Context: an optimization exercise on an open-source flow, tuned for small area and a short achievable clock period. The choices shown serve that exercise and are no tape-out recipe. In this exercise RTL edits were held to simulation tests only and were not proved equivalent to the original. Power is estimated from default activity; no workload was simulated.

// rvDatapath
module rvDatapath #(
  parameter int                         MEM_WORDS = 64,
  parameter logic [rvCorePkg::XLEN-1:0] RESET_PC  = '0
) (
  input  logic                       clk,
  input  logic                       rst,
  input  logic [rvCorePkg::XLEN-1:0] ins,
  input  logic [2:0]                 aluOp,
  input  logic                       aluSrc,     
  input  logic                       memRead,
  input  logic                       memWrite,
  input  logic                       memToReg,   
  input  logic                       regWrite,
  input  logic                       branch,
  input  logic                       jump,
  output logic [rvCorePkg::XLEN-1:0] pc,
  output logic [rvCorePkg::XLEN-1:0] aluResult,
  output logic                       zero,
  output logic [rvCorePkg::XLEN-1:0] wbData
);
Size: ~7800 cells after synthesis.
clock: 12.5 ns
lec_check: 0
cap_margin: 0
cell_pad_in_sites_detail_placement: 1
cell_pad_in_sites_global_placement: 2
core_margin: 2
core_utilization: 48
gpl_timing_driven: 0
place_density: 0.58
setup_slack_margin: 2.5
slew_margin: 0
synth_hierarchical: 1
standard.sh (not shown) runs the stock make flow with config.mk's settings and CLKGATE_MAP_FILE= SYNTH_SCRIPT=/design/flow/synth_recipe.tcl, a recipe that flattens the netlist after the stock synthesis.
==> flow/flow/run.sh <==
#!/bin/bash
# Standard layout with three changes, set through the ORFS variables the
# standard scripts read:
# - plain buf_4 port buffers in place of the delay buffers picked by default
# - clock tree from clkbuf_8 with no dummy loads, sinks clustered by 16
set -euo pipefail
export BUFFER_PORTS_ARGS="-buffer_cell sky130_fd_sc_hd__buf_4"
export CTS_ARGS="-sink_clustering_enable -repair_clock_nets -dont_use_dummy_load -buf_list sky130_fd_sc_hd__clkbuf_8 -sink_clustering_size 16 -sink_clustering_max_diameter 50"
bash standard.sh finish > make_finish.log 2>&1
The first run finished but failed the layout checks on max-capacitance violations, max-slew violations.
Change:
--- a/flow/config.mk
+++ b/flow/config.mk
@@ -8 +8 @@
-export CAP_MARGIN = 0
+export CAP_MARGIN = 10
@@ -12 +12 @@
-export CORE_UTILIZATION = 48
+export CORE_UTILIZATION = 41
@@ -14,3 +14,3 @@
-export PLACE_DENSITY = 0.58
-export SETUP_SLACK_MARGIN = 2.5
-export SLEW_MARGIN = 0
+export PLACE_DENSITY = 0.52
+export SETUP_SLACK_MARGIN = 2.2
+export SLEW_MARGIN = 10
Effect:
- The changed run produced a clean layout
- via count goes down by 1.2%
- core utilization goes down by 7.5 points
- sequential power barely changes
- sequential share of layout area goes down by 1.2 points
- worst hold slack got worse by 0.017 ns
- non-clock buffer count goes up by 215
- cell count goes up by 6.4%
- global-route usage goes down by 3.9 points
Change:
--- a/flow/config.mk
+++ b/flow/config.mk
@@ -12 +12 @@
-export CORE_UTILIZATION = 41
+export CORE_UTILIZATION = 35
@@ -14,2 +14,2 @@
-export PLACE_DENSITY = 0.52
-export SETUP_SLACK_MARGIN = 2.2
+export PLACE_DENSITY = 0.45
+export SETUP_SLACK_MARGIN = 2.0
Outcome:
- clock-buffer cell count goes up by 58
- synthesized area is unchanged
- worst setup slack gains 0.092 ns
- combinational power barely changes
- global-route usage goes down by 3.7 points
- wire length goes up by 3.7%
- die area goes up by 17%
- flip-flop and latch count does not change
- power goes up by 2.0%
- non-clock buffer count goes down by 32
- cell area goes up by 0.99%


## run a
rvDatapath again, from the RTL that the note above started with.
==> flow/config.mk <==
export PLATFORM = sky130hd
export DESIGN_NAME = rvDatapath
export DESIGN_NICKNAME = rvDatapath
export VERILOG_FILES = /design/flow/design.v
export SDC_FILE = /design/flow/constraint.sdc
export NUM_CORES = 4
export LEC_CHECK = 0
export CAP_MARGIN = 10
export CELL_PAD_IN_SITES_DETAIL_PLACEMENT = 1
export CELL_PAD_IN_SITES_GLOBAL_PLACEMENT = 2
export CORE_MARGIN = 2
export CORE_UTILIZATION = 48
export GPL_TIMING_DRIVEN = 0
export PLACE_DENSITY = 0.58
export SETUP_SLACK_MARGIN = 3.0
export SLEW_MARGIN = 10
export SYNTH_HIERARCHICAL = 1
==> flow/constraint.sdc <==
create_clock -name core_clock -period 12.5 [get_ports {clk}]
set_input_delay 2.5000 -clock core_clock [delete_from_list [all_inputs] [get_ports {clk}]]
set_output_delay 2.5000 -clock core_clock [all_outputs]
set_load 0.01 [all_outputs]
Scripts as last shown in full above: flow/flow/run.sh
The flow for run a finished, though final verification flagged capacitance limit, slew limit.
#### Input delta (run b over run a)
Settings: SETUP_SLACK_MARGIN changed from 3.0 to 2.0.
### Flow results
- STATUS run=run a STAGES=ALL_DONE FINAL_CHECKS=FAILED CAUSE=capacitance limit, slew limit
- Run b did not stop at any stage, and its layout met the timing, DRC and antenna checks.
- The run showing the greater global-route track usage on met2 is run b.
- Run comparison: run b critical path capture point wbData[16]; run a critical path capture point wbData[27]
- Total power: run b below run a
- Re global-route usage: run a was lower than run b.
- Run b -> run a: number of global-route vias before repair flat
- Run b -> run a: non-clock buffer share of cell area flat
- [run b] final critical-path share of the clock period rose 0.58 points relative to run a
- Measured against each other, run b and run a differ in sequential share of layout area, the lower figure coming from run a.


Setup of quartz:
Another version of the RTL of rvDatapath (not shown whole).
Size: about 7500 cells after synthesis.
export LEC_CHECK = 0
export CAP_MARGIN = 10
export CELL_PAD_IN_SITES_DETAIL_PLACEMENT = 1
export CELL_PAD_IN_SITES_GLOBAL_PLACEMENT = 2
export CORE_MARGIN = 2
export CORE_UTILIZATION = 35
export GPL_TIMING_DRIVEN = 0
export PLACE_DENSITY = 0.45
export SETUP_SLACK_MARGIN = 2.0
export SLEW_MARGIN = 10
export SYNTH_HIERARCHICAL = 1
create_clock -name core_clock -period 12.5 [get_ports {clk}]
Scripts as last shown in full above: flow/flow/run.sh
Here is what was changed in the inputs of tundra compared with quartz.
- CORE_UTILIZATION changed from 35 to 48
- PLACE_DENSITY changed from 0.45 to 0.58
### Flow results
Per the comparison of tundra with quartz, wire length has decreased, share of the clock period used by the worst path after layout shows a reduction of 1.4 points, global-route wire length before repair -about 8%. Standard-cell row count, tundra and quartz: lower on tundra. Diff quartz -> tundra: number of tapcells shrank by 1346, combinational group share of total power level, power dissipated in combinational cells -about 2%, signed area change from the synthesized netlist to the final layout fell 3.4 points. Ratio of cells with drive above 1 in the final layout: lower on tundra. Post-route total power: tundra < quartz.

## separate check: timing with driven ports
The flow's constraints put no driver on any port. The routed layouts listed below were extracted and timed again, unchanged, in two steps. Step 1 (the two cells are an assumption about what drives the block):
set clk [get_ports {clk}]
set_driving_cell -lib_cell sky130_fd_sc_hd__clkbuf_16 $clk
set_driving_cell -lib_cell sky130_fd_sc_hd__buf_2 [delete_from_list [all_inputs] $clk]
Step 2 also shifts input and output timing later by t, the mid clock arrival at the registers, as if the neighbouring blocks saw the same clock. a / b / c = ideal ports / drivers / drivers and shift; a / b = the first two.
run	t, ns	setup WS [ns]	hold WS [ns]	latest minus earliest clock arrival (ns)	slew violations	max-capacitance violations	pins driven straight from the clock port
the first run of note 1	1.139	1.806 / 1.695 / 1.695	0.494 / 0.494 / 0.494	0.169 / 0.169	32 / 32	1 / 1	1
the second run of note 1	1.167	1.636 / 1.519 / 1.519	0.477 / 0.477 / 0.477	0.151 / 0.151	0 / 0	0 / 0	1
the third run of note 1	1.191	1.728 / 1.612 / 1.612	0.581 / 0.581 / 0.581	0.124 / 0.124	0 / 0	0 / 0	1
run a	1.097	1.612 / 1.504 / 1.504	0.490 / 0.490 / 0.490	0.150 / 0.150	11 / 11	1 / 1	1
run b	1.181	1.540 / 1.415 / 1.415	0.487 / 0.487 / 0.487	0.138 / 0.138	0 / 54	0 / 1	1
quartz	1.169	1.303 / 1.138 / 1.138	0.489 / 0.489 / 0.489	0.199 / 0.198	0 / 0	0 / 0	1
tundra	1.202	1.482 / 1.330 / 1.330	0.489 / 0.489 / 0.489	0.145 / 0.145	0 / 0	0 / 0	1
The drivers bring new slew violations in run b. With drivers on, capacitance violations rise in run b. The setup slack of quartz, which loses most, moves by -0.165 ns with the drivers and by -0.165 ns with both steps.
